This design comes from an exercise in tuning for small area on the open sky130 flow, not from production work. The RTL was checked by simulation tests, not by an equivalence proof against the original design. Power figures rest on the tool's default switching activity, not on a simulated workload.

File: run.sh
#!/bin/bash
# synth_recipe.tcl (not shown) runs the flow's synth.tcl, then flattens the netlist and writes it again
# the make line also repeats each setting of config.mk as NAME=value (left out here)
make -C /OpenROAD-flow-scripts/flow DESIGN_CONFIG=/design/flow/config.mk WORK_HOME=/design/flow/orfs CLKGATE_MAP_FILE= SYNTH_SCRIPT=/design/flow/synth_recipe.tcl finish
File: config.mk
export PLATFORM = sky130hd
export DESIGN_NAME = sixAxisCtrl
export DESIGN_NICKNAME = sixAxisCtrl
export VERILOG_FILES = /design/flow/design.v
export SDC_FILE = /design/flow/constraint.sdc
export NUM_CORES = 4
export LEC_CHECK = 0
export CAP_MARGIN = 20
export CORE_MARGIN = 2
export CORE_UTILIZATION = 40
export SLEW_MARGIN = 20
File: constraint.sdc
create_clock -name core_clock -period 10.0 [get_ports {clk}]
set_input_delay 2.0000 -clock core_clock [delete_from_list [all_inputs] [get_ports {clk}]]
set_output_delay 2.0000 -clock core_clock [all_outputs]
set_load 0.01 [all_outputs]
File: design.v
package motionPkg;
	localparam int POSITION_WIDTH = 16;
	localparam int ACCUM_WIDTH = 32;
	localparam int PHASE_COUNT_WIDTH = 16;
	typedef logic signed [POSITION_WIDTH-1:0] positionT;
	typedef logic signed [POSITION_WIDTH-1:0] limitT;
	typedef logic signed [ACCUM_WIDTH-1:0] accelT;
	typedef logic [ACCUM_WIDTH-1:0] velocityT;
	typedef logic [31:0] sampleCountT;
	localparam limitT LIMIT_MIN = {1'b1, {(POSITION_WIDTH-1){1'b0}}};
	localparam limitT LIMIT_MAX = {1'b0, {(POSITION_WIDTH-1){1'b1}}};
	typedef enum logic [1:0] {
		IDLE = 2'd0,
		ACCEL = 2'd1,
		CRUISE = 2'd2,
		DECEL = 2'd3
	} profileStateT;
endpackage
package regMapPkg;
	localparam int WORD_ADDR_MSB = 9;
	localparam int WORD_ADDR_LSB = 2;
	localparam int AXIS_BLOCK_WORDS = 8;
	localparam int OFFSET_BITS = $clog2(AXIS_BLOCK_WORDS);
	typedef enum logic [OFFSET_BITS-1:0] {
		REG_CONTROL = 3'd0,
		REG_ACCEL = 3'd1,
		REG_ACCEL_SAMPLES = 3'd2,
		REG_CRUISE_SAMPLES = 3'd3,
		REG_LIMITS = 3'd4,
		REG_POSITION = 3'd5,
		REG_STATUS = 3'd6
	} regOffsetT;
	localparam int GLOBAL_BASE = 64;
	localparam int GPOUT_WORD = GLOBAL_BASE;
	localparam int CTRL_START_BIT = 0;
	localparam int CTRL_FORWARD_BIT = 1;
	localparam int LIMIT_HI_LSB = 16;
	localparam int STATUS_BUSY_BIT = 0;
	localparam int STATUS_ALARM_BIT = 1;
endpackage
`timescale 1ns/1ps
module phaseGen
#(
	parameter int PHASE_PERIOD = 200
)
(
	input	logic	clk,
	input	logic	rst,
	output	logic	ph1,
	output	logic	ph2,
	output	logic	ph3,
	output	logic	ph4
);
	logic [motionPkg::PHASE_COUNT_WIDTH-1:0] phaseCount;
	always_ff @(posedge clk)
	begin
		if (rst)
		begin
			phaseCount <= '0;
			ph1 <= 1'b0;
			ph2 <= 1'b0;
			ph3 <= 1'b0;
			ph4 <= 1'b0;
		end
		else
		begin
			if (phaseCount == motionPkg::PHASE_COUNT_WIDTH'(PHASE_PERIOD - 1))
				phaseCount <= '0;
			else
				phaseCount <= phaseCount + motionPkg::PHASE_COUNT_WIDTH'(1);
			ph1 <= (phaseCount == motionPkg::PHASE_COUNT_WIDTH'(0));
			ph2 <= (phaseCount == motionPkg::PHASE_COUNT_WIDTH'(1));
			ph3 <= (phaseCount == motionPkg::PHASE_COUNT_WIDTH'(2));
			ph4 <= (phaseCount == motionPkg::PHASE_COUNT_WIDTH'(3));
		end
	end
endmodule
`timescale 1ns/1ps
module profileGen
(
	input	logic			clk,
	input	logic			rst,
	input	logic			ph1,
	input	logic			ph2,
	input	logic			prgmReq,
	input	logic			prgmForward,
	input	motionPkg::accelT			prgmAccel,
	input	motionPkg::sampleCountT	prgmAccelSamples,
	input	motionPkg::sampleCountT	prgmCruiseSamples,
	output	logic			prgmAck,
	output	logic			busy,
	output	logic			stepStrobe,
	output	logic			stepDir
);
	motionPkg::profileStateT state;
	motionPkg::sampleCountT ticksLeft;
	logic lastTick;
	motionPkg::velocityT velocity;
	motionPkg::velocityT accum;
	logic [motionPkg::ACCUM_WIDTH:0] accumSum;
	motionPkg::accelT moveAccel;
	motionPkg::sampleCountT moveAccelSamples;
	motionPkg::sampleCountT moveCruiseSamples;
	assign prgmAck = ph1 && prgmReq && (state == motionPkg::IDLE);
	assign busy = (state != motionPkg::IDLE);
	assign lastTick = (ticksLeft == motionPkg::sampleCountT'(1));
	assign accumSum = {1'b0, accum} + {1'b0, velocity};
	always_ff @(posedge clk)
	begin
		if (prgmAck)
		begin
			moveAccel <= prgmAccel;
			moveAccelSamples <= prgmAccelSamples;
			moveCruiseSamples <= prgmCruiseSamples;
		end
	end
	always_ff @(posedge clk)
	begin
		if (rst)
		begin
			state <= motionPkg::IDLE;
			ticksLeft <= '0;
			velocity <= '0;
			stepDir <= 1'b0;
		end
		else if (prgmAck)
		begin
			velocity <= '0;
			stepDir <= prgmForward;
			if (prgmAccelSamples != '0)
			begin
				state <= motionPkg::ACCEL;
				ticksLeft <= prgmAccelSamples;
			end
			else if (prgmCruiseSamples != '0)
			begin
				state <= motionPkg::CRUISE;
				ticksLeft <= prgmCruiseSamples;
			end
			else
				state <= motionPkg::IDLE;
		end
		else if (ph1)
		begin
			case (state)
				motionPkg::ACCEL:
				begin
					velocity <= velocity + motionPkg::velocityT'(moveAccel);
					if (!lastTick)
						ticksLeft <= ticksLeft - motionPkg::sampleCountT'(1);
					else if (moveCruiseSamples != '0)
					begin
						state <= motionPkg::CRUISE;
						ticksLeft <= moveCruiseSamples;
					end
					else
					begin
						state <= motionPkg::DECEL;
						ticksLeft <= moveAccelSamples;
					end
				end
				motionPkg::CRUISE:
				begin
					if (!lastTick)
						ticksLeft <= ticksLeft - motionPkg::sampleCountT'(1);
					else if (moveAccelSamples != '0)
					begin
						state <= motionPkg::DECEL;
						ticksLeft <= moveAccelSamples;
					end
					else
						state <= motionPkg::IDLE;
				end
				motionPkg::DECEL:
				begin
					velocity <= velocity - motionPkg::velocityT'(moveAccel);
					if (!lastTick)
						ticksLeft <= ticksLeft - motionPkg::sampleCountT'(1);
					else
						state <= motionPkg::IDLE;
				end
				default:
				begin
				end
			endcase
		end
	end
	always_ff @(posedge clk)
	begin
		if (rst)
		begin
			accum <= '0;
			stepStrobe <= 1'b0;
		end
		else
		begin
			if (prgmAck)
				accum <= '0;
			else if (ph2)
				accum <= accumSum[motionPkg::ACCUM_WIDTH-1:0];
			stepStrobe <= ph2 && accumSum[motionPkg::ACCUM_WIDTH];
		end
	end
endmodule
`timescale 1ns/1ps
module travelLimiter
(
	input	logic		clk,
	input	logic		rst,
	input	logic		stepStrobe,
	input	logic		stepDir,
	input	logic		setEnable,
	input	logic		alarmClear,
	input	motionPkg::positionT	setPosition,
	input	motionPkg::limitT		limitLo,
	input	motionPkg::limitT		limitHi,
	output	logic		mStep,
	output	logic		mDir,
	output	logic		alarm,
	output	motionPkg::positionT	position
);
	logic atHiLimit;
	logic atLoLimit;
	logic limitHit;
	logic stepPass;
	assign atHiLimit = (position == limitHi) && stepDir;
	assign atLoLimit = (position == limitLo) && !stepDir;
	assign limitHit = stepStrobe && (atHiLimit || atLoLimit);
	assign stepPass = stepStrobe && !alarm && !atHiLimit && !atLoLimit;
	always_ff @(posedge clk)
	begin
		if (rst)
		begin
			mStep <= 1'b0;
			mDir <= 1'b0;
			alarm <= 1'b0;
			position <= '0;
		end
		else
		begin
			mStep <= stepPass;
			mDir <= stepDir;
			if (limitHit)
				alarm <= 1'b1;
			else if (alarmClear)
				alarm <= 1'b0;
			if (setEnable)
				position <= setPosition;
			else if (stepPass)
			begin
				if (stepDir)
					position <= position + motionPkg::positionT'(1);
				else
					position <= position - motionPkg::positionT'(1);
			end
		end
	end
endmodule
`timescale 1ns/1ps
module hostRegs
#(
	parameter int NUM_AXES = 6,
	parameter int GPOUT_WIDTH = 4
)
(
	input	logic								clk,
	input	logic								rst,
	input	logic								plbEn,
	input	logic								plbRd,
	input	logic								plbWr,
	input	logic			[31:0]				plbAddr,
	input	logic			[31:0]				plbWrData,
	output	logic								plbReady,
	output	logic			[31:0]				plbRdData,
	output	logic			[NUM_AXES-1:0]		prgmReq,
	output	logic			[NUM_AXES-1:0]		prgmForward,
	output	motionPkg::accelT			[NUM_AXES-1:0]		prgmAccel,
	output	motionPkg::sampleCountT	[NUM_AXES-1:0]		prgmAccelSamples,
	output	motionPkg::sampleCountT	[NUM_AXES-1:0]		prgmCruiseSamples,
	output	logic			[NUM_AXES-1:0]		setEnable,
	output	motionPkg::positionT		[NUM_AXES-1:0]		setPosition,
	output	motionPkg::limitT			[NUM_AXES-1:0]		limitLo,
	output	motionPkg::limitT			[NUM_AXES-1:0]		limitHi,
	output	logic			[NUM_AXES-1:0]		alarmClear,
	input	logic			[NUM_AXES-1:0]		prgmAck,
	input	logic			[NUM_AXES-1:0]		busy,
	input	logic			[NUM_AXES-1:0]		alarm,
	input	motionPkg::positionT		[NUM_AXES-1:0]		position,
	output	logic			[GPOUT_WIDTH-1:0]	gpout
);
	localparam int WORD_BITS = regMapPkg::WORD_ADDR_MSB - regMapPkg::WORD_ADDR_LSB + 1;
	logic [WORD_BITS-1:0] wordAddr;
	logic [WORD_BITS-regMapPkg::OFFSET_BITS-1:0] axisIdx;
	regMapPkg::regOffsetT offset;
	logic isGpout;
	logic wrStrobe;
	logic rdStrobe;
	logic [NUM_AXES-1:0] axisWr;
	logic [NUM_AXES-1:0] ctrlWrOk;
	logic [31:0] readWord;
	assign wordAddr = plbAddr[regMapPkg::WORD_ADDR_MSB:regMapPkg::WORD_ADDR_LSB];
	assign axisIdx = wordAddr[WORD_BITS-1:regMapPkg::OFFSET_BITS];
	assign offset = regMapPkg::regOffsetT'(wordAddr[regMapPkg::OFFSET_BITS-1:0]);
	assign isGpout = (wordAddr == WORD_BITS'(regMapPkg::GPOUT_WORD));
	assign wrStrobe = plbEn && plbWr;
	assign rdStrobe = plbEn && plbRd;
	always_comb
	begin
		readWord = '0;
		if (isGpout)
			readWord[GPOUT_WIDTH-1:0] = gpout;
		for (int n = 0; n < NUM_AXES; n++)
		begin
			axisWr[n] = wrStrobe && (axisIdx == n);
			ctrlWrOk[n] = axisWr[n] && (offset == regMapPkg::REG_CONTROL) && !busy[n] && !prgmReq[n];
			if (axisIdx == n)
			begin
				case (offset)
					regMapPkg::REG_CONTROL: readWord[regMapPkg::CTRL_FORWARD_BIT] = prgmForward[n];
					regMapPkg::REG_ACCEL: readWord = prgmAccel[n];
					regMapPkg::REG_ACCEL_SAMPLES: readWord = prgmAccelSamples[n];
					regMapPkg::REG_CRUISE_SAMPLES: readWord = prgmCruiseSamples[n];
					regMapPkg::REG_LIMITS:
					begin
						readWord[motionPkg::POSITION_WIDTH-1:0] = limitLo[n];
						readWord[regMapPkg::LIMIT_HI_LSB +: motionPkg::POSITION_WIDTH] = limitHi[n];
					end
					regMapPkg::REG_POSITION: readWord = 32'($signed(position[n]));
					regMapPkg::REG_STATUS:
					begin
						readWord[regMapPkg::STATUS_BUSY_BIT] = busy[n] || prgmReq[n];
						readWord[regMapPkg::STATUS_ALARM_BIT] = alarm[n];
					end
					default: readWord = '0;
				endcase
			end
		end
	end
	always_ff @(posedge clk)
	begin
		if (rst)
		begin
			plbReady <= 1'b0;
			plbRdData <= '0;
			gpout <= '0;
			prgmReq <= '0;
			setEnable <= '0;
			alarmClear <= '0;
			for (int n = 0; n < NUM_AXES; n++)
			begin
				limitLo[n] <= motionPkg::LIMIT_MIN;
				limitHi[n] <= motionPkg::LIMIT_MAX;
			end
		end
		else
		begin
			plbReady <= plbEn;
			plbRdData <= rdStrobe ? readWord : '0;
			if (wrStrobe && isGpout)
				gpout <= plbWrData[GPOUT_WIDTH-1:0];
			for (int n = 0; n < NUM_AXES; n++)
			begin
				setEnable[n] <= axisWr[n] && (offset == regMapPkg::REG_POSITION);
				alarmClear[n] <= axisWr[n] && (offset == regMapPkg::REG_STATUS)
					&& plbWrData[regMapPkg::STATUS_ALARM_BIT];
				if (prgmAck[n])
					prgmReq[n] <= 1'b0;
				else if (ctrlWrOk[n] && plbWrData[regMapPkg::CTRL_START_BIT])
					prgmReq[n] <= 1'b1;
				if (axisWr[n] && (offset == regMapPkg::REG_LIMITS))
				begin
					limitLo[n] <= plbWrData[motionPkg::POSITION_WIDTH-1:0];
					limitHi[n] <= plbWrData[regMapPkg::LIMIT_HI_LSB +: motionPkg::POSITION_WIDTH];
				end
			end
		end
	end
	always_ff @(posedge clk)
	begin
		for (int n = 0; n < NUM_AXES; n++)
		begin
			if (ctrlWrOk[n])
				prgmForward[n] <= plbWrData[regMapPkg::CTRL_FORWARD_BIT];
			if (axisWr[n])
			begin
				case (offset)
					regMapPkg::REG_ACCEL: prgmAccel[n] <= motionPkg::accelT'(plbWrData);
					regMapPkg::REG_ACCEL_SAMPLES: prgmAccelSamples[n] <= plbWrData;
					regMapPkg::REG_CRUISE_SAMPLES: prgmCruiseSamples[n] <= plbWrData;
					regMapPkg::REG_POSITION: setPosition[n] <= plbWrData[motionPkg::POSITION_WIDTH-1:0];
					default:
					begin
					end
				endcase
			end
		end
	end
endmodule
`timescale 1ns/1ps
module sixAxisCtrl
#(
	parameter int NUM_AXES = 6,
	parameter int PHASE_PERIOD = 200,
	parameter int GPOUT_WIDTH = 4
)
(
	input	logic						clk,
	input	logic						rst,
	input	logic						plbEn,
	input	logic						plbRd,
	input	logic						plbWr,
	input	logic	[31:0]				plbAddr,
	input	logic	[31:0]				plbWrData,
	output	logic						plbReady,
	output	logic	[31:0]				plbRdData,
	output	logic	[NUM_AXES-1:0]		mAlarm,
	output	logic	[NUM_AXES-1:0]		mDir,
	output	logic	[NUM_AXES-1:0]		mStep,
	output	logic	[GPOUT_WIDTH-1:0]	gpout
);
	logic ph1;
	logic ph2;
	logic [NUM_AXES-1:0] prgmReq;
	logic [NUM_AXES-1:0] prgmAck;
	logic [NUM_AXES-1:0] prgmForward;
	motionPkg::accelT [NUM_AXES-1:0] prgmAccel;
	motionPkg::sampleCountT [NUM_AXES-1:0] prgmAccelSamples;
	motionPkg::sampleCountT [NUM_AXES-1:0] prgmCruiseSamples;
	logic [NUM_AXES-1:0] busy;
	logic [NUM_AXES-1:0] setEnable;
	motionPkg::positionT [NUM_AXES-1:0] setPosition;
	motionPkg::limitT [NUM_AXES-1:0] limitLo;
	motionPkg::limitT [NUM_AXES-1:0] limitHi;
	logic [NUM_AXES-1:0] alarmClear;
	motionPkg::positionT [NUM_AXES-1:0] position;
	logic [NUM_AXES-1:0] stepStrobe;
	logic [NUM_AXES-1:0] stepDir;
	phaseGen #(
		.PHASE_PERIOD		(PHASE_PERIOD)
	) phases (
		.clk				(clk),
		.rst				(rst),
		.ph1				(ph1),
		.ph2				(ph2),
		.ph3				(),
		.ph4				()
	);
	hostRegs #(
		.NUM_AXES			(NUM_AXES),
		.GPOUT_WIDTH		(GPOUT_WIDTH)
	) regs (
		.clk				(clk),
		.rst				(rst),
		.plbEn				(plbEn),
		.plbRd				(plbRd),
		.plbWr				(plbWr),
		.plbAddr			(plbAddr),
		.plbWrData			(plbWrData),
		.plbReady			(plbReady),
		.plbRdData			(plbRdData),
		.prgmReq			(prgmReq),
		.prgmForward		(prgmForward),
		.prgmAccel			(prgmAccel),
		.prgmAccelSamples	(prgmAccelSamples),
		.prgmCruiseSamples	(prgmCruiseSamples),
		.setEnable			(setEnable),
		.setPosition		(setPosition),
		.limitLo			(limitLo),
		.limitHi			(limitHi),
		.alarmClear			(alarmClear),
		.prgmAck			(prgmAck),
		.busy				(busy),
		.alarm				(mAlarm),
		.position			(position),
		.gpout				(gpout)
	);
	for (genvar n = 0; n < NUM_AXES; n++)
	begin : gAxis
		profileGen profile (
			.clk				(clk),
			.rst				(rst),
			.ph1				(ph1),
			.ph2				(ph2),
			.prgmReq			(prgmReq[n]),
			.prgmForward		(prgmForward[n]),
			.prgmAccel			(prgmAccel[n]),
			.prgmAccelSamples	(prgmAccelSamples[n]),
			.prgmCruiseSamples	(prgmCruiseSamples[n]),
			.prgmAck			(prgmAck[n]),
			.busy				(busy[n]),
			.stepStrobe			(stepStrobe[n]),
			.stepDir			(stepDir[n])
		);
		travelLimiter limiter (
			.clk				(clk),
			.rst				(rst),
			.stepStrobe			(stepStrobe[n]),
			.stepDir			(stepDir[n]),
			.setEnable			(setEnable[n]),
			.alarmClear			(alarmClear[n]),
			.setPosition		(setPosition[n]),
			.limitLo			(limitLo[n]),
			.limitHi			(limitHi[n]),
			.mStep				(mStep[n]),
			.mDir				(mDir[n]),
			.alarm				(mAlarm[n]),
			.position			(position[n])
		);
	end
endmodule
==> results of run 1 <==
==> metal layers <==
metal	GRT usage (%)	share of wire, %
met5	0	0.022
met4	14.7	6.1
met1	36.8	41
met3	5.93	10
met2	40.6	43
==> flip-flops by register name, summed over array words and instances (netlist names), 192 cells and up <==
signal                           flops
gAxis.profile.accum                192
gAxis.profile.moveCruiseSamples    192
gAxis.profile.moveAccelSamples     192
regs.prgmCruiseSamples             192
gAxis.profile.moveAccel            192
gAxis.profile.velocity             192
regs.prgmAccel                     192
regs.prgmAccelSamples              192
gAxis.profile.ticksLeft            192
==> layout by cell type (no fill, tap or decap), types with 46 or more instances in the layout <==
cell,n
edfxtp_1,1254
nor3_1,273
nor4_1,295
a22oi_1,421
nand2_1,1331
o21a_1,92
and3_1,64
o21ai_0,313
nand2b_1,80
a211oi_1,234
o21bai_1,56
a21o_1,158
a22o_1,52
ha_1,505
or4_1,46
mux2i_1,288
o31ai_1,47
or3_1,90
dfxtp_1,977
buf_4,183
nand3_1,421
clkbuf_1,47
xnor2_1,627
nand4_1,103
clkdlybuf4s50_1,63
nor2_1,976
clkinv_2,47
a21oi_1,1204
xor2_1,252
nor2b_1,64
clkbuf_16,245
a31oi_1,147
inv_1,233
o221ai_1,149
==> cell type report <==
class	count	area, um^2	share of cell area (%)
clock inverters	152	1830	1.39
well taps	3919	4900	3.72
flip-flops and latches	2233	57300	43.5
multi-input cells	8994	57800	43.9
clock buffers	306	6500	4.94
inverters	243	932	0.708
diodes	19	47.5	0.0361
repair buffers	287	2400	1.82
==> report_power, final <==
group          internal, mW  total, mW  switching, mW
logic                 0.131      0.655          0.523
clock network          5.48       9.47           3.99
registers              9.66       9.68         0.0203
total                  15.3       19.8           4.54
==> through the flow <==
stage	hold slack, ns	power [mW]	utilization (%)	cells	setup WS, ns
after floorplan	0.421	10.1	-	12083	4.59
after global placement	0.454	10.5	41.9	15671	3.91
after detailed placement	0.461	10.5	41.9	15672	3.90
after CTS	0.468	19.9	44.8	16130	4.73
after global routing	0.484	20.3	44.8	16141	4.18
final	0.470	19.8	44.8	16153	4.60
==> logic make-up after synthesis <==
logic type | after synthesis
simple gates | 4013
compound gates | 3251
flops | 2233
xor+xnor | 879
buf+inv | 856
fa+ha+maj | 525
mux | 326
==> worst paths after layout <==
path / from / endpoint / slack [ns] / cells after the start
worst max register to register: gAxis[4].profile.moveAccel[0] / gAxis[4].profile.velocity[31] / 4.66 / 17
worst max-delay path: plbAddr[4] / regs.plbRdData[15] / 4.60 / 9
worst min-delay path: regs.setPosition[45] / gAxis[2].limiter.position[13] / 0.47 / 1
worst min register to register: regs.setPosition[45] / gAxis[2].limiter.position[13] / 0.47 / 1
==> flow_metrics.env, run 1 <==
export IMPL_final_layout_size_suffix_gt1_share_pct=6.61
export IMPL_synth_compound_gate_area_share_pct=17.8
export IMPL_worstPathRequired_ns=10.86
export IMPL_die_w_um=547
export IMPL_hp_class="flop to flop"
export IMPL_startpoint_type="input pin"
export IMPL_antenna_found_initial=41
export IMPL_yosys_top_cells_area="edfxtp_1 (32%), dfxtp_1 (17%), ha_1 (5.4%)"
export IMPL_outcome="timing/DRC/antenna clean"
export IMPL_syn_nets=12677
export IMPL_worstMarginPinSlew_ns=1.25
export IMPL_end_kind="flop"
export IMPL_core_rowCount=199
export IMPL_setup_tns_ns=0
export IMPL_fp_coreArea_mm2=0.294
export IMPL_cts_path_max_buffers=4
export IMPL_grtUsageTotal_pct=27.2
export IMPL_io_buffers=99
export IMPL_setup_worst_path_class="input pin to flop"
export IMPL_relSlewSlack_pct=16.5
export IMPL_critPathMaxFanout=45
export IMPL_drt_iter0_drc=12959
export IMPL_design_area_mm2=0.132
export IMPL_synthTopCellsByCount="nand2_1 (1337), edfxtp_1 (1254), a21oi_1 (1204)"
export IMPL_ys_types=99
export IMPL_synth_area_mux_share_pct=2.82
export IMPL_max_stage_delay_ns=0.81
export IMPL_final_net_count=12595
export IMPL_max_cap_violations=0
export IMPL_finalClockSkew_ns=0.0594
export IMPL_htreeDepth=4
export IMPL_overflow=0
export IMPL_ir_worst_vdd_v=0.000155
export IMPL_synth_async_sr_flop_share_pct=0
export IMPL_synth_seq_area_share_pct=48.5
export IMPL_max_clock_freq_ghz=0.185
export IMPL_post_synth_xor_area_fraction_pct=6.52
export IMPL_synth_edf_count=1254
export IMPL_critPathMostFrequentCell="buf_4"
export IMPL_syn_area_per_cell_um2=9.77
export IMPL_ys_seq_elements=2233
export IMPL_grt_pass1_vias=91658
export IMPL_fillers=27585
export IMPL_vias_per_cell=6.12
export IMPL_fin_crit_ns=5.40
export IMPL_maxSlewViolCount=0
export IMPL_ant_nets=0
export IMPL_vias=98798
export IMPL_yosysTopAreaCellShare_pct=31.9
export IMPL_synthCells=12083
export IMPL_synth_top_family_by_area="compound AO/OA/AOI/OAI gates"
export IMPL_wirelength_mm=426
export IMPL_ys_flop_type="edfxtp_1"
export IMPL_cts_clk_slew_worst_paths_ns=0.07
export IMPL_start_util_pct=40.2
export IMPL_rsz0062_at_grt="no"
export IMPL_hold_violations=0
export IMPL_setup_viol=0
export IMPL_cts_resized=0
export IMPL_place_area_mm2=0.123
export IMPL_slowest_stage="a31oi_1"
export IMPL_synth_area_mm2=0.118
export IMPL_drt_pass1_iterations=7
export IMPL_wl_per_cell_um=26.3
export IMPL_worstPathArrival_ns=6.26
export IMPL_power_density_mw_per_mm2=150
export IMPL_synthAdderAreaFrac_pct=5.68
export IMPL_gp_congestion=0.992
export IMPL_period_share_pct=54.0
export IMPL_yosys_area_top_type="edfxtp_1"
export IMPL_cts_hold_fix_buffers=0
export IMPL_cts_tree="yes"
export IMPL_clock_latency_ns=0.95
export IMPL_synth_most_common_cell="nand2_1"
export IMPL_die_area_mm2=0.300
export IMPL_syn_to_final_growth_pct=11.5
export IMPL_grt_max_degree=116
export IMPL_die_h_um=547
export IMPL_hpwlAfterDp_mm=299
export IMPL_cts_sinks=2233
export IMPL_cts_setup_buffers=0
export IMPL_synth_simple_gate_area_share_pct=15.8
export IMPL_io_pins=124
export IMPL_root_buffer="clkbuf_16"
export IMPL_synth_warnings=4
export IMPL_cts_buffers=242
export IMPL_crit_chain="buf_4, nand2b_2, buf_4, nor2_2, buf_4, nand2_1, a31oi_1, nor4_2, a21oi_1"
export IMPL_p_leak_nw=46.8
export IMPL_crit_buf_inv=3
export IMPL_critPathTopFamily="simple AND/OR/NAND/NOR gates"
export IMPL_drc=0
export IMPL_grt_pass1_wl_mm=615
==> run 2, diff against run 1 <==
--- a/design.v
+++ b/design.v
@@ -48,32 +48,26 @@
 	input	logic	rst,
 	output	logic	ph1,
 	output	logic	ph2,
-	output	logic	ph3,
-	output	logic	ph4
+	output	logic	pass1,
+	output	logic	pass2,
+	output	logic	digitFirst,
+	output	logic	digitLast
 );
-	logic [motionPkg::PHASE_COUNT_WIDTH-1:0] phaseCount;
+	localparam int W = $clog2(PHASE_PERIOD);
+	logic [W-1:0] phaseCount;
 	always_ff @(posedge clk)
 	begin
-		if (rst)
-		begin
+		if (rst || phaseCount == W'(PHASE_PERIOD - 1))
 			phaseCount <= '0;
-			ph1 <= 1'b0;
-			ph2 <= 1'b0;
-			ph3 <= 1'b0;
-			ph4 <= 1'b0;
-		end
 		else
-		begin
-			if (phaseCount == motionPkg::PHASE_COUNT_WIDTH'(PHASE_PERIOD - 1))
-				phaseCount <= '0;
-			else
-				phaseCount <= phaseCount + motionPkg::PHASE_COUNT_WIDTH'(1);
-			ph1 <= (phaseCount == motionPkg::PHASE_COUNT_WIDTH'(0));
-			ph2 <= (phaseCount == motionPkg::PHASE_COUNT_WIDTH'(1));
-			ph3 <= (phaseCount == motionPkg::PHASE_COUNT_WIDTH'(2));
-			ph4 <= (phaseCount == motionPkg::PHASE_COUNT_WIDTH'(3));
-		end
+			phaseCount <= phaseCount + W'(1);
 	end
+	assign ph1 = (phaseCount == W'(1));
+	assign ph2 = (phaseCount == W'(2));
+	assign pass1 = (phaseCount[W-1:3] == (W-3)'(1));
+	assign pass2 = (phaseCount[W-1:3] == (W-3)'(2));
+	assign digitFirst = (phaseCount[2:0] == 3'd0);
+	assign digitLast = (phaseCount[2:0] == 3'd7);
 endmodule
 `timescale 1ns/1ps
 module profileGen
@@ -82,8 +76,14 @@
 	input	logic			rst,
 	input	logic			ph1,
 	input	logic			ph2,
+	input	logic			pass1,
+	input	logic			pass2,
+	input	logic			digitFirst,
+	input	logic			digitLast,
 	input	logic			prgmReq,
 	input	logic			prgmForward,
+	input	logic			prgmNzAccel,
+	input	logic			prgmNzCruise,
 	input	motionPkg::accelT			prgmAccel,
 	input	motionPkg::sampleCountT	prgmAccelSamples,
 	input	motionPkg::sampleCountT	prgmCruiseSamples,
@@ -93,112 +93,118 @@
 	output	logic			stepDir
 );
 	motionPkg::profileStateT state;
-	motionPkg::sampleCountT ticksLeft;
-	logic lastTick;
-	motionPkg::velocityT velocity;
-	motionPkg::velocityT accum;
-	logic [motionPkg::ACCUM_WIDTH:0] accumSum;
-	motionPkg::accelT moveAccel;
-	motionPkg::sampleCountT moveAccelSamples;
-	motionPkg::sampleCountT moveCruiseSamples;
-	assign prgmAck = ph1 && prgmReq && (state == motionPkg::IDLE);
+	logic [31:0] ringAccel;
+	logic [31:0] ringAccelSamples;
+	logic [31:0] ringCruiseSamples;
+	logic [31:0] ringVelocity;
+	logic [31:0] ringAccum;
+	logic [31:0] ringTicks;
+	logic moveNzAccel;
+	logic moveNzCruise;
+	logic fresh;
+	logic velCarry;
+	logic accCarry;
+	logic tickBorrow;
+	logic tickZero;
+	logic isAccel;
+	logic isCruise;
+	logic isDecel;
+	logic load;
+	logic doPass1;
+	logic doPass2;
+	logic [3:0] velIn;
+	logic [3:0] accIn;
+	logic [3:0] tickIn;
+	logic [3:0] accelOp;
+	logic [4:0] velSum;
+	logic [4:0] accSum;
+	logic [4:0] tickDiff;
+	logic [3:0] reloadDigit;
+	logic [3:0] velTail;
+	logic [3:0] accTail;
+	logic [3:0] tickTail;
+	assign isAccel = (state == motionPkg::ACCEL);
+	assign isCruise = (state == motionPkg::CRUISE);
+	assign isDecel = (state == motionPkg::DECEL);
 	assign busy = (state != motionPkg::IDLE);
-	assign lastTick = (ticksLeft == motionPkg::sampleCountT'(1));
-	assign accumSum = {1'b0, accum} + {1'b0, velocity};
+	assign prgmAck = ph1 && prgmReq && !busy;
+	assign load = ph1 && !busy;
+	assign doPass1 = pass1 && busy;
+	assign doPass2 = pass2 && busy && tickZero;
+	assign velIn = fresh ? 4'd0 : ringVelocity[3:0];
+	assign accIn = fresh ? 4'd0 : ringAccum[3:0];
+	assign tickIn = fresh ? (isAccel ? ringAccelSamples[3:0] : ringCruiseSamples[3:0]) : ringTicks[3:0];
+	assign accelOp = isAccel ? ringAccel[3:0] : (isDecel ? ~ringAccel[3:0] : 4'd0);
+	assign velSum = {1'b0, velIn} + {1'b0, accelOp} + {4'd0, digitFirst ? isDecel : velCarry};
+	assign accSum = {1'b0, accIn} + {1'b0, velSum[3:0]} + {4'd0, digitFirst ? 1'b0 : accCarry};
+	assign tickDiff = {1'b0, tickIn} - {4'd0, digitFirst ? 1'b1 : tickBorrow};
+	assign reloadDigit = (isAccel && moveNzCruise) ? ringCruiseSamples[3:0] : ringAccelSamples[3:0];
+	assign velTail = doPass1 ? velSum[3:0] : ringVelocity[3:0];
+	assign accTail = doPass1 ? accSum[3:0] : ringAccum[3:0];
+	assign tickTail = doPass1 ? tickDiff[3:0] : (doPass2 ? reloadDigit : ringTicks[3:0]);
 	always_ff @(posedge clk)
 	begin
+		if (load)
+		begin
+			ringAccel <= {prgmAccel[7:0], prgmAccel[31:8]};
+			ringAccelSamples <= {prgmAccelSamples[7:0], prgmAccelSamples[31:8]};
+			ringCruiseSamples <= {prgmCruiseSamples[7:0], prgmCruiseSamples[31:8]};
+		end
+		else
+		begin
+			ringAccel <= {ringAccel[3:0], ringAccel[31:4]};
+			ringAccelSamples <= {ringAccelSamples[3:0], ringAccelSamples[31:4]};
+			ringCruiseSamples <= {ringCruiseSamples[3:0], ringCruiseSamples[31:4]};
+		end
+		ringVelocity <= {velTail, ringVelocity[31:4]};
+		ringAccum <= {accTail, ringAccum[31:4]};
+		ringTicks <= {tickTail, ringTicks[31:4]};
+		if (doPass1)
+		begin
+			velCarry <= velSum[4];
+			accCarry <= accSum[4];
+			tickBorrow <= tickDiff[4];
+			tickZero <= (digitFirst || tickZero) && (tickDiff[3:0] == 4'd0);
+		end
 		if (prgmAck)
 		begin
-			moveAccel <= prgmAccel;
-			moveAccelSamples <= prgmAccelSamples;
-			moveCruiseSamples <= prgmCruiseSamples;
+			fresh <= 1'b1;
+			moveNzAccel <= prgmNzAccel;
+			moveNzCruise <= prgmNzCruise;
 		end
+		else if (pass1 && digitLast)
+			fresh <= 1'b0;
 	end
 	always_ff @(posedge clk)
 	begin
 		if (rst)
 		begin
 			state <= motionPkg::IDLE;
-			ticksLeft <= '0;
-			velocity <= '0;
 			stepDir <= 1'b0;
+			stepStrobe <= 1'b0;
 		end
-		else if (prgmAck)
+		else
 		begin
-			velocity <= '0;
-			stepDir <= prgmForward;
-			if (prgmAccelSamples != '0)
+			stepStrobe <= ph2 && busy && !fresh && accCarry;
+			if (prgmAck)
 			begin
-				state <= motionPkg::ACCEL;
-				ticksLeft <= prgmAccelSamples;
+				stepDir <= prgmForward;
+				if (prgmNzAccel)
+					state <= motionPkg::ACCEL;
+				else if (prgmNzCruise)
+					state <= motionPkg::CRUISE;
 			end
-			else if (prgmCruiseSamples != '0)
+			else if (ph1 && tickZero)
 			begin
-				state <= motionPkg::CRUISE;
-				ticksLeft <= prgmCruiseSamples;
-			end
-			else
-				state <= motionPkg::IDLE;
-		end
-		else if (ph1)
-		begin
-			case (state)
-				motionPkg::ACCEL:
-				begin
-					velocity <= velocity + motionPkg::velocityT'(moveAccel);
-					if (!lastTick)
-						ticksLeft <= ticksLeft - motionPkg::sampleCountT'(1);
-					else if (moveCruiseSamples != '0)
-					begin
-						state <= motionPkg::CRUISE;
-						ticksLeft <= moveCruiseSamples;
-					end
-					else
-					begin
-						state <= motionPkg::DECEL;
-						ticksLeft <= moveAccelSamples;
-					end
-				end
-				motionPkg::CRUISE:
-				begin
-					if (!lastTick)
-						ticksLeft <= ticksLeft - motionPkg::sampleCountT'(1);
-					else if (moveAccelSamples != '0)
+				case (state)
+					motionPkg::ACCEL: state <= moveNzCruise ? motionPkg::CRUISE : motionPkg::DECEL;
+					motionPkg::CRUISE: state <= moveNzAccel ? motionPkg::DECEL : motionPkg::IDLE;
+					motionPkg::DECEL: state <= motionPkg::IDLE;
+					default:
 					begin
-						state <= motionPkg::DECEL;
-						ticksLeft <= moveAccelSamples;
 					end
-					else
-						state <= motionPkg::IDLE;
-				end
-				motionPkg::DECEL:
-				begin
-					velocity <= velocity - motionPkg::velocityT'(moveAccel);
-					if (!lastTick)
-						ticksLeft <= ticksLeft - motionPkg::sampleCountT'(1);
-					else
-						state <= motionPkg::IDLE;
-				end
-				default:
-				begin
-				end
-			endcase
-		end
-	end
-	always_ff @(posedge clk)
-	begin
-		if (rst)
-		begin
-			accum <= '0;
-			stepStrobe <= 1'b0;
-		end
-		else
-		begin
-			if (prgmAck)
-				accum <= '0;
-			else if (ph2)
-				accum <= accumSum[motionPkg::ACCUM_WIDTH-1:0];
-			stepStrobe <= ph2 && accumSum[motionPkg::ACCUM_WIDTH];
+				endcase
+			end
 		end
 	end
 endmodule
@@ -278,7 +284,9 @@
 	output	motionPkg::sampleCountT	[NUM_AXES-1:0]		prgmAccelSamples,
 	output	motionPkg::sampleCountT	[NUM_AXES-1:0]		prgmCruiseSamples,
 	output	logic			[NUM_AXES-1:0]		setEnable,
-	output	motionPkg::positionT		[NUM_AXES-1:0]		setPosition,
+	output	motionPkg::positionT					setPosition,
+	output	logic			[NUM_AXES-1:0]		prgmNzAccel,
+	output	logic			[NUM_AXES-1:0]		prgmNzCruise,
 	output	motionPkg::limitT			[NUM_AXES-1:0]		limitLo,
 	output	motionPkg::limitT			[NUM_AXES-1:0]		limitHi,
 	output	logic			[NUM_AXES-1:0]		alarmClear,
@@ -376,6 +384,8 @@
 		end
 	end
 	always_ff @(posedge clk)
+		setPosition <= plbWrData[motionPkg::POSITION_WIDTH-1:0];
+	always_ff @(posedge clk)
 	begin
 		for (int n = 0; n < NUM_AXES; n++)
 		begin
@@ -385,9 +395,16 @@
 			begin
 				case (offset)
 					regMapPkg::REG_ACCEL: prgmAccel[n] <= motionPkg::accelT'(plbWrData);
-					regMapPkg::REG_ACCEL_SAMPLES: prgmAccelSamples[n] <= plbWrData;
-					regMapPkg::REG_CRUISE_SAMPLES: prgmCruiseSamples[n] <= plbWrData;
-					regMapPkg::REG_POSITION: setPosition[n] <= plbWrData[motionPkg::POSITION_WIDTH-1:0];
+					regMapPkg::REG_ACCEL_SAMPLES:
+					begin
+						prgmAccelSamples[n] <= plbWrData;
+						prgmNzAccel[n] <= (plbWrData != '0);
+					end
+					regMapPkg::REG_CRUISE_SAMPLES:
+					begin
+						prgmCruiseSamples[n] <= plbWrData;
+						prgmNzCruise[n] <= (plbWrData != '0);
+					end
 					default:
 					begin
 					end
@@ -420,6 +437,10 @@
 );
 	logic ph1;
 	logic ph2;
+	logic pass1;
+	logic pass2;
+	logic digitFirst;
+	logic digitLast;
 	logic [NUM_AXES-1:0] prgmReq;
 	logic [NUM_AXES-1:0] prgmAck;
 	logic [NUM_AXES-1:0] prgmForward;
@@ -428,7 +449,9 @@
 	motionPkg::sampleCountT [NUM_AXES-1:0] prgmCruiseSamples;
 	logic [NUM_AXES-1:0] busy;
 	logic [NUM_AXES-1:0] setEnable;
-	motionPkg::positionT [NUM_AXES-1:0] setPosition;
+	motionPkg::positionT setPosition;
+	logic [NUM_AXES-1:0] prgmNzAccel;
+	logic [NUM_AXES-1:0] prgmNzCruise;
 	motionPkg::limitT [NUM_AXES-1:0] limitLo;
 	motionPkg::limitT [NUM_AXES-1:0] limitHi;
 	logic [NUM_AXES-1:0] alarmClear;
@@ -442,8 +465,10 @@
 		.rst				(rst),
 		.ph1				(ph1),
 		.ph2				(ph2),
-		.ph3				(),
-		.ph4				()
+		.pass1				(pass1),
+		.pass2				(pass2),
+		.digitFirst			(digitFirst),
+		.digitLast			(digitLast)
 	);
 	hostRegs #(
 		.NUM_AXES			(NUM_AXES),
@@ -465,6 +490,8 @@
 		.prgmCruiseSamples	(prgmCruiseSamples),
 		.setEnable			(setEnable),
 		.setPosition		(setPosition),
+		.prgmNzAccel		(prgmNzAccel),
+		.prgmNzCruise		(prgmNzCruise),
 		.limitLo			(limitLo),
 		.limitHi			(limitHi),
 		.alarmClear			(alarmClear),
@@ -481,8 +508,14 @@
 			.rst				(rst),
 			.ph1				(ph1),
 			.ph2				(ph2),
+			.pass1				(pass1),
+			.pass2				(pass2),
+			.digitFirst			(digitFirst),
+			.digitLast			(digitLast),
 			.prgmReq			(prgmReq[n]),
 			.prgmForward		(prgmForward[n]),
+			.prgmNzAccel		(prgmNzAccel[n]),
+			.prgmNzCruise		(prgmNzCruise[n]),
 			.prgmAccel			(prgmAccel[n]),
 			.prgmAccelSamples	(prgmAccelSamples[n]),
 			.prgmCruiseSamples	(prgmCruiseSamples[n]),
@@ -498,7 +531,7 @@
 			.stepDir			(stepDir[n]),
 			.setEnable			(setEnable[n]),
 			.alarmClear			(alarmClear[n]),
-			.setPosition		(setPosition[n]),
+			.setPosition		(setPosition),
 			.limitLo			(limitLo[n]),
 			.limitHi			(limitHi[n]),
 			.mStep				(mStep[n]),
==> run 2 against run 1 <==
Compared with the run above:
- still clean on timing, DRC and antenna
- synthesized area fell by 31%
- first-iteration DRC count shrank 42%
- setup slack got worse by 0.21 ns
- power is essentially flat
- count of clock-buffer cells in the layout rose by 3
- clock power is 9.9% lower
- via count fell by 39%
- worst hold slack worse by 0.18 ns
- global-route usage is 0.60 points lower
- critical path type unchanged
==> flow_metrics.env, run 2 <==
export IMPL_ys_flop_type="dfxtp_1"
export IMPL_worst_path_stages=10
export IMPL_grtUsageTotal_pct=26.6
export IMPL_syn_nets=8014
export IMPL_cts_resized=0
export IMPL_end_kind="flop"
export IMPL_relSlewSlack_pct=16.7
export IMPL_drt_iter0_drc=7469
export IMPL_synth_async_sr_flop_share_pct=0
export IMPL_core_rowCount=165
export IMPL_startpoint="plbAddr[3]"
export IMPL_synth_area_mm2=0.0816
export IMPL_fillers=18541
export IMPL_drt_pass1_iterations=8
export IMPL_die_h_um=456
export IMPL_setup_ws_ns=4.39
export IMPL_gp_congestion=0.987
export IMPL_ant_nets=0
export IMPL_rsz0062_at_grt="no"
export IMPL_final_net_count=8035
export IMPL_crit_chain="buf_2, buf_4, nor2b_1, buf_4, and2_4, buf_4, a22oi_1, a31oi_1, nor4_1, a21oi_1"
export IMPL_io_pins=124
export IMPL_outcome="timing/DRC/antenna clean"
export IMPL_vias=60017
export IMPL_synth_seq_area_share_pct=61.6
export IMPL_root_buffer="clkbuf_16"
export IMPL_hpwlAfterDp_mm=186
export IMPL_cts_buffers=217
export IMPL_synth_most_common_cell="nand2_1"
export IMPL_yosys_top_cells_area="dfxtp_1 (38%), edfxtp_1 (23%), nand2_1 (10%)"
export IMPL_clock_latency_ns=0.92
export IMPL_period_share_pct=56.1
export IMPL_setup_worst_path_class="input pin to flop"
export IMPL_finalClockSkew_ns=0.0569
export IMPL_ys_types=79
export IMPL_worstMarginPinSlew_ns=1.25
export IMPL_layout_common_cells="nand2_1 (2200), dfxtp_1 (1567), edfxtp_1 (630)"
export IMPL_ys_seq_elements=2197
export IMPL_hold_violations=0
export IMPL_overflow=0
export IMPL_cts_clk_slew_worst_paths_ns=0.06
export IMPL_ir_worst_vdd_v=0.000183
export IMPL_regArea_mm2=0.0503
export IMPL_drc=0
export IMPL_critPathMaxFanout=32
export IMPL_cts_tree="yes"
export IMPL_start_util_pct=40.3
export IMPL_power_density_mw_per_mm2=213
export IMPL_cts_sinks=2197
export IMPL_syn_area_per_cell_um2=10.5
export IMPL_cts_setup_buffers=0
export IMPL_grt_max_degree=159
export IMPL_synth_edf_count=630
export IMPL_maxSlewViolCount=0
export IMPL_max_stage_delay_ns=0.73
export IMPL_yosys_area_top_type="dfxtp_1"
export IMPL_crit_buf_inv=4
export IMPL_fp_coreArea_mm2=0.203
export IMPL_wirelength_mm=284
export IMPL_critPathMostFrequentCell="buf_4"
export IMPL_fin_crit_ns=5.61
export IMPL_final_common_cell="nand2_1"
export IMPL_r2r_start="phases.phaseCount[5]"
export IMPL_hp_class="flop to flop"
export IMPL_wl_per_cell_um=26.6
export IMPL_synthCells=7778
export IMPL_max_clock_freq_ghz=0.178
export IMPL_die_w_um=456
export IMPL_vias_per_cell=5.62
export IMPL_synth_warnings=4
export IMPL_io_buffers=99
export IMPL_antenna_found_initial=36
export IMPL_cts_path_max_buffers=3
export IMPL_syn_to_final_growth_pct=14.1
export IMPL_yosysTopAreaCellShare_pct=38.4
export IMPL_multiInputGateArea_mm2=0.0293
export IMPL_setup_tns_ns=0
export IMPL_min_from="gAxis[2].profile.ringTicks[4]"
export IMPL_die_area_mm2=0.208
export IMPL_fin_util_pct=46.0
export IMPL_setup_viol=0
export IMPL_p_leak_nw=36.1
export IMPL_htreeDepth=4
export IMPL_final_layout_size_suffix_gt1_share_pct=9.18
export IMPL_max_cap_violations=0
export IMPL_cts_hold_fix_buffers=0
export IMPL_reg2reg_depth=9
export IMPL_grt_pass1_wl_mm=403
export IMPL_startpoint_type="input pin"
export IMPL_slowest_stage="a31oi_1"
export IMPL_worstPathArrival_ns=6.33
export IMPL_critPathTopFamily="buffers and inverters"
export IMPL_dp_slack_ns=3.71
export IMPL_worstPathRequired_ns=10.72
export IMPL_synthTopCellsByCount="nand2_1 (2206), dfxtp_1 (1567), edfxtp_1 (630)"
export IMPL_hold_path_depth=0
export IMPL_grt_pass1_vias=56456
run 2: cell count changes after synthesis, sizes merged, moves of 147 or more:
cell	change
dfxtp	+588
xor2	-194
nand2	+870
nand3	-194
edfxtp	-624
xnor2	-341
nor2	-787
clkbuf	-228
a21oi	-929
a211oi	-166
o21ai	-147
ha	-370
nor4	-263
nor3	-234
run 2: logic make-up after synthesis:
logic type / count (synthesis) / synth area share, %
mux: 286 / 3.73
fa+ha+maj: 167 / 2.84
simple gates: 3062 / 15.8
compound gates: 1179 / 9.49
buf+inv: 543 / 2.87
xor+xnor: 344 / 3.69
flops: 2197 / 61.6
run 2: per-layer routing:
layer	part of all wire [%]	wire length, um	global-route usage (%)
met5	0.031	88	0
met4	8.0	22900	18.6
met3	9.9	28200	6.10
met2	42	121000	39.2
met1	40	113000	34.7
run 2: final cells by class:
| type | count | area share (%) |
|---|---|---|
| well taps | 2672 | 3.59 |
| flip-flops and latches | 2197 | 54.0 |
| diodes | 13 | 0.0349 |
| clock inverters | 105 | 1.32 |
| multi-input cells | 5038 | 31.5 |
| clock buffers | 309 | 6.93 |
| inverters | 105 | 0.425 |
| repair buffers | 240 | 2.25 |
run 2: path summary, 6_finish.rpt:
path | to | slack, ns
setup / recovery | regs.plbRdData[31] | 4.39
hold / removal | gAxis[2].profile.ringTicks[0] | 0.29
setup reg to reg | gAxis[3].profile.moveNzAccel | 6.06
hold reg to reg | gAxis[2].profile.ringTicks[0] | 0.29
run 2: per-stage QoR:
stage | hold slack (ns) | power (mW) | cell area [um^2] | instances
after floorplan | 0.310 | 10.8 | 81600 | 7778
after global placement | 0.309 | 11.4 | 85300 | 10245
after detailed placement | 0.312 | 11.4 | 85300 | 10248
after CTS | 0.279 | 19.9 | 93000 | 10662
after global routing | 0.307 | 20.4 | 93100 | 10674
final | 0.293 | 19.8 | 93100 | 10679
run 2: where the power goes:
group          internal [mW]  switching, mW
logic                  0.420          0.910
clock network           4.87           3.66
registers               9.69          0.250

re-timing with driven ports:
The flow's constraints put no driver on any port. The routed layouts listed below were extracted and timed again, unchanged, in two steps.
Step 1 sets driving cells, clkbuf_16 on the clock port and buf_2 on the other inputs (assumed; they add their load-dependent delay and slew).
Step 2 times the ports against the registers' clock, not the clock port: input delays grow and output delays shrink by t, the midpoint of the rising clock arrivals with the driver on.
a / b / c = ideal / step 1 / step 2; a / b = the first two.
| run | t (ns) | slack for setup (ns) | worst hold slack (ns) | latest minus earliest clock arrival (ns) | worst register clock-pin slew, ns |
|---|---|---|---|---|---|
| run 1 | 1.017 | 4.596 / 4.631 / 3.614 | 0.470 / 0.470 / 0.470 | 0.062 / 0.062 | 0.07 / 0.07 |
| run 2 | 0.981 | 4.389 / 4.458 / 3.477 | 0.293 / 0.293 / 0.293 | 0.064 / 0.064 | 0.07 / 0.07 |
After both steps setup and hold are still met in every run listed. The setup slack of run 1, which loses most, moves by +0.035 ns with the drivers and by -0.982 ns with both steps.
